Context: an optimization exercise on an open-source flow, tuned for small area. The choices shown serve that exercise and are no tape-out recipe. RTL that was checked went through simulation tests only; none was proved equivalent to the original. No driver is modelled on the clock port, so clocking that relies on it looks cheaper here than on a real chip.

Setup of job 7906:
==> flow/design.v <==
package edge_pkg;
    localparam int FRAME_W      = 16;
    localparam int FRAME_H      = 8;
    localparam int FRAME_PIXELS = FRAME_W * FRAME_H;
    localparam int ADDR_W       = $clog2(FRAME_PIXELS);
    localparam int EDGE_TH = 24;
    typedef struct packed {
        logic [7:0] r;
        logic [7:0] g;
        logic [7:0] b;
    } rgb_t;
    typedef struct packed {
        logic              we;
        logic [ADDR_W-1:0] addr;
        rgb_t              rgb;
    } pixel_wr_t;
    typedef struct packed {
        logic valid;
        logic first;   
        rgb_t rgb;
    } pixel_stream_t;
    typedef struct packed {
        logic valid;
        logic last;    
        logic edge_bit;
    } edge_stream_t;
endpackage
`timescale 1ns/1ns
module edge_top (
    input  logic       clk,
    input  logic       reset,
    input  logic       i_byte_valid,
    input  logic [7:0] i_byte,
    output logic       o_out_valid,
    output logic [7:0] o_out_byte,
    output logic       o_frame_done
);
    logic [1:0] phase;    
    logic [6:0] pix;      
    logic [9:0] acc;      
    logic [7:0] prev;     
    wire ph_b = phase[1];
    wire ph_g = phase[0];
    wire bw   = i_byte_valid && ph_b;            
    function automatic logic [10:0] radd10(input logic [9:0] a, input logic [9:0] b, input logic ci);
        logic [10:0] r;
        logic c;
        c = ci;
        for (int i = 0; i < 10; i++) begin
            r[i] = a[i] ^ b[i] ^ c;
            c    = (a[i] & b[i]) | (a[i] & c) | (b[i] & c);
        end
        r[10] = c;
        radd10 = r;
    endfunction
    wire        ph_r  = !phase[1] && !phase[0];
    wire        take  = i_byte_valid;
    wire [9:0]  add_a = (take && ph_r) ? 10'd0 : acc;
    wire [9:0]  add_b = !take ? 10'd0 : ph_g ? {1'b0, i_byte, 1'b0} : {2'b00, i_byte};
    wire [10:0] sum_f = radd10(add_a, add_b, 1'b0);
    wire [9:0]  sum   = sum_f[9:0];
    wire [7:0] grey = sum[9:2];
    wire [10:0] d_f = radd10({2'b00, grey}, {2'b11, ~prev}, 1'b1);
    wire [8:0]  d   = d_f[8:0];
    wire       e    = d[8] ? (d[7:0] < 8'd232) : (d[7:0] > 8'd24);
    always_ff @(posedge clk) begin
        if (reset) begin
            phase <= 2'd0;
            pix   <= '0;
        end else if (i_byte_valid) begin
            phase <= ph_b ? 2'd0 : phase + 2'd1;
            if (ph_b)
                pix <= pix + 7'd1;
        end
    end
    always_ff @(posedge clk) begin
        acc <= sum;
        if (bw)
            prev <= grey;
    end
    logic [7:0] rc;
    logic [7:0] out_sr;
    wire        rd     = rc[7];
    wire        active = (rc != 8'd1);
    wire        e0     = bw && (pix == 7'd127);
    always_ff @(posedge clk) begin
        if (reset)
            rc <= 8'd1;
        else if (e0)
            rc <= 8'd124;
        else if (active)
            rc <= rc + 8'd1;
    end
    assign o_frame_done = (rc == 8'd0);
    assign o_out_valid  = o_frame_done || (rc[7] && rc[2:0] == 3'd0 && rc[6:3] != 4'd0);
    assign o_out_byte   = out_sr;
    logic x1, x2;
    logic [4:0] s0a;
    logic [7:0] s0b;
    wire wv = bw && (pix[3:0] != 4'd0);
    wire rv = rd && (rc[3:0] != 4'd0);
    always_ff @(posedge clk) begin
        if (bw && pix == 7'd1)
            x1 <= e;
        if (bw && pix == 7'd2)
            x2 <= e;
    end
    wire w0a = bw && (pix[6:3] == 4'd0) && (pix[2] || (pix[1] && pix[0]));
    wire r0a = rd && (rc[6:3] == 4'd0) && (rc[2] || (rc[1] && rc[0]));
    wire w0b = bw && (pix[6:3] == 4'd1);
    wire r0b = rd && (rc[6:3] == 4'd1);
    always_ff @(posedge clk) begin
        if (w0a || r0a)
            s0a <= {e, s0a[4:1]};
        if (w0b || r0b)
            s0b <= {e, s0b[7:1]};
    end
    logic [7:0] lsb;
    assign lsb[0] = rc[3] ? s0b[0] :
                    (rc[2:0] == 3'd1) ? x1 : (rc[2:0] == 3'd2) ? x2 : s0a[0];
    genvar k;
    generate
        for (k = 1; k < 8; k++) begin : g_row
            logic [14:0] s;
            wire wk = wv && (pix[6:4] == k);
            wire rk = rv && (rc[6:4] == k);
            always_ff @(posedge clk) begin
                if (wk || rk)
                    s <= {e, s[14:1]};
            end
            assign lsb[k] = s[0];
        end
    endgenerate
    wire ser = (rc[3:0] != 4'd0) && lsb[rc[6:4]];
    always_ff @(posedge clk)
        out_sr <= {ser, out_sr[7:1]};
endmodule
clock: 10.0 ns
lec_check: 0
cap_margin: 0
core_margin: 2
core_utilization: 40
slew_margin: 0
standard.sh (not shown) runs the stock make flow with config.mk's settings and CLKGATE_MAP_FILE= SYNTH_SCRIPT=/design/flow/synth_recipe.tcl, a recipe that flattens the netlist after the stock synthesis.
==> flow/flow/run.sh <==
#!/bin/bash
# The standard ORFS layout (standard.sh) with these changes:
#  - synthesis is the standard flow's (synth_recipe.tcl, the same passes and register
#    mapping), but abc maps the logic with an area-oriented script
#    (flow/abc_area.script) through flow/synth.tcl;
#  - port buffers use the smallest buffer (buf_1);
#  - CTS builds its tree from clkbuf_4 (root clkbuf_8) and adds no dummy loads;
#  - after CTS, fixclk.tcl upsizes any clock buffer whose flip-flop clock pins
#    would see a slew over LIMIT_PS (placement parasitics), then legalises.
# Each tool's output goes to a log file of its own in this folder.
set -euo pipefail
export MY_ABC_SCRIPT="$PWD/flow/abc_area.script"
ARGS=(
  "SYNTH_SCRIPT=$PWD/flow/synth.tcl"
  "GPL_KEEP_OVERFLOW=0"
  "BUFFER_PORTS_ARGS=-buffer_cell sky130_fd_sc_hd__buf_1"
  "CTS_ARGS=-sink_clustering_enable -repair_clock_nets -dont_use_dummy_load -root_buf sky130_fd_sc_hd__clkbuf_8 -buf_list sky130_fd_sc_hd__clkbuf_4"
)
bash standard.sh "${ARGS[@]}" cts > make_cts.log 2>&1
R=orfs/results/sky130hd/edge_top/base
PLATFORM_DIR="$FLOW_HOME/platforms/sky130hd" ODB="$R/4_1_cts.odb" SDC="$R/4_cts.sdc" \
  LIMIT_PS=122 DRYRUN=0 openroad -no_init -exit flow/fixclk.tcl > fixclk.log 2>&1
bash standard.sh "${ARGS[@]}" finish > make_finish.log 2>&1
Other scripts of this flow, unchanged in this note and not shown: flow/flow/abc_area.script, flow/flow/fixclk.tcl, flow/flow/synth.tcl
Changes in job 8966 relative to job 7906:
--- a/flow/design.v
+++ b/flow/design.v
@@ -59,40 +59,60 @@
     wire [9:0]  add_b = !take ? 10'd0 : ph_g ? {1'b0, i_byte, 1'b0} : {2'b00, i_byte};
     wire [10:0] sum_f = radd10(add_a, add_b, 1'b0);
     wire [9:0]  sum   = sum_f[9:0];
     wire [7:0] grey = sum[9:2];
     wire [10:0] d_f = radd10({2'b00, grey}, {2'b11, ~prev}, 1'b1);
     wire [8:0]  d   = d_f[8:0];
-    wire       e    = d[8] ? (d[7:0] < 8'd232) : (d[7:0] > 8'd24);
+    wire       ge25  = d[7] | d[6] | d[5] | (d[4] & d[3] & (d[2] | d[1] | d[0]));
+    wire       ge232 = d[7] & d[6] & d[5] & (d[4] | d[3]);
+    wire       e     = d[8] ? !ge232 : ge25;
+    logic [7:0] pix_c;
+    logic [6:0] pix_inc;
+    always_comb begin
+        pix_c[0] = bw;
+        for (int i = 0; i < 7; i++) begin
+            pix_inc[i]  = pix[i] ^ pix_c[i];
+            pix_c[i+1]  = pix[i] & pix_c[i];
+        end
+    end
     always_ff @(posedge clk) begin
         if (reset) begin
             phase <= 2'd0;
             pix   <= '0;
-        end else if (i_byte_valid) begin
-            phase <= ph_b ? 2'd0 : phase + 2'd1;
-            if (ph_b)
-                pix <= pix + 7'd1;
+        end else begin
+            if (i_byte_valid)
+                phase <= {phase[0], !(phase[0] || phase[1])};
+            pix <= pix_inc;
         end
     end
     always_ff @(posedge clk) begin
         acc <= sum;
         if (bw)
             prev <= grey;
     end
     logic [7:0] rc;
     logic [7:0] out_sr;
     wire        rd     = rc[7];
     wire        active = (rc != 8'd1);
-    wire        e0     = bw && (pix == 7'd127);
+    wire        e0     = pix_c[7];           
+    logic [8:0] rc_c;
+    logic [7:0] rc_inc;
+    always_comb begin
+        rc_c[0] = active;
+        for (int i = 0; i < 8; i++) begin
+            rc_inc[i]  = rc[i] ^ rc_c[i];
+            rc_c[i+1]  = rc[i] & rc_c[i];
+        end
+    end
     always_ff @(posedge clk) begin
         if (reset)
             rc <= 8'd1;
         else if (e0)
             rc <= 8'd124;
-        else if (active)
-            rc <= rc + 8'd1;
+        else
+            rc <= rc_inc;
     end
     assign o_frame_done = (rc == 8'd0);
     assign o_out_valid  = o_frame_done || (rc[7] && rc[2:0] == 3'd0 && rc[6:3] != 4'd0);
     assign o_out_byte   = out_sr;
     logic x1, x2;
     logic [4:0] s0a;
## What came out
Job 8966 completed end to end with timing, DRC and antenna clean.
Post-route worst setup slack | job 8966 below job 7906
In terms of worst hold-check slack, job 7906 and job 8966 differ only marginally.
In the flow results for job 7906 and job 8966, the number of vias after detailed routing is larger on job 7906.
Xor and xnor area share after synthesis: job 8966 < job 7906
Die area in job 8966 vs job 7906: down 1.1%
Summary of job 8966 over job 7906: achievable clock frequency down about 10%, final cell count lower.
Only the layout flow was run in job 8966; the RTL was not checked for function there.

afterwards: timing with drivers on the ports:
The results above use ideal ports. As a check the final layouts listed here were re-extracted and re-timed, cells and wires unchanged. Step 1, drivers: a clkbuf_16 drives clk and a buf_2 each remaining input, both assumed. Step 2 moves the port delays by t, midway between the first and last clock arrival at a register: inputs arrive t later, outputs are due t later. That takes back most of the time a late clock gives input paths. Three values: ideal, step 1, step 2; two values: the first two.
| run | t (ns) | setup slack, ns | latest minus earliest clock arrival (ns) | cell pins on the clock port's net |
|---|---|---|---|---|
| job 7906 | 0.437 | 2.267 / 2.275 / 1.838 | 0.038 / 0.038 | 1 |
| job 8966 | 0.439 | 1.363 / 1.377 / 0.938 | 0.034 / 0.035 | 1 |
After both steps setup and hold are still met in every run listed. For job 7906, which loses most, drivers alone change the setup slack by +0.008 ns; drivers and shift together by -0.429 ns.
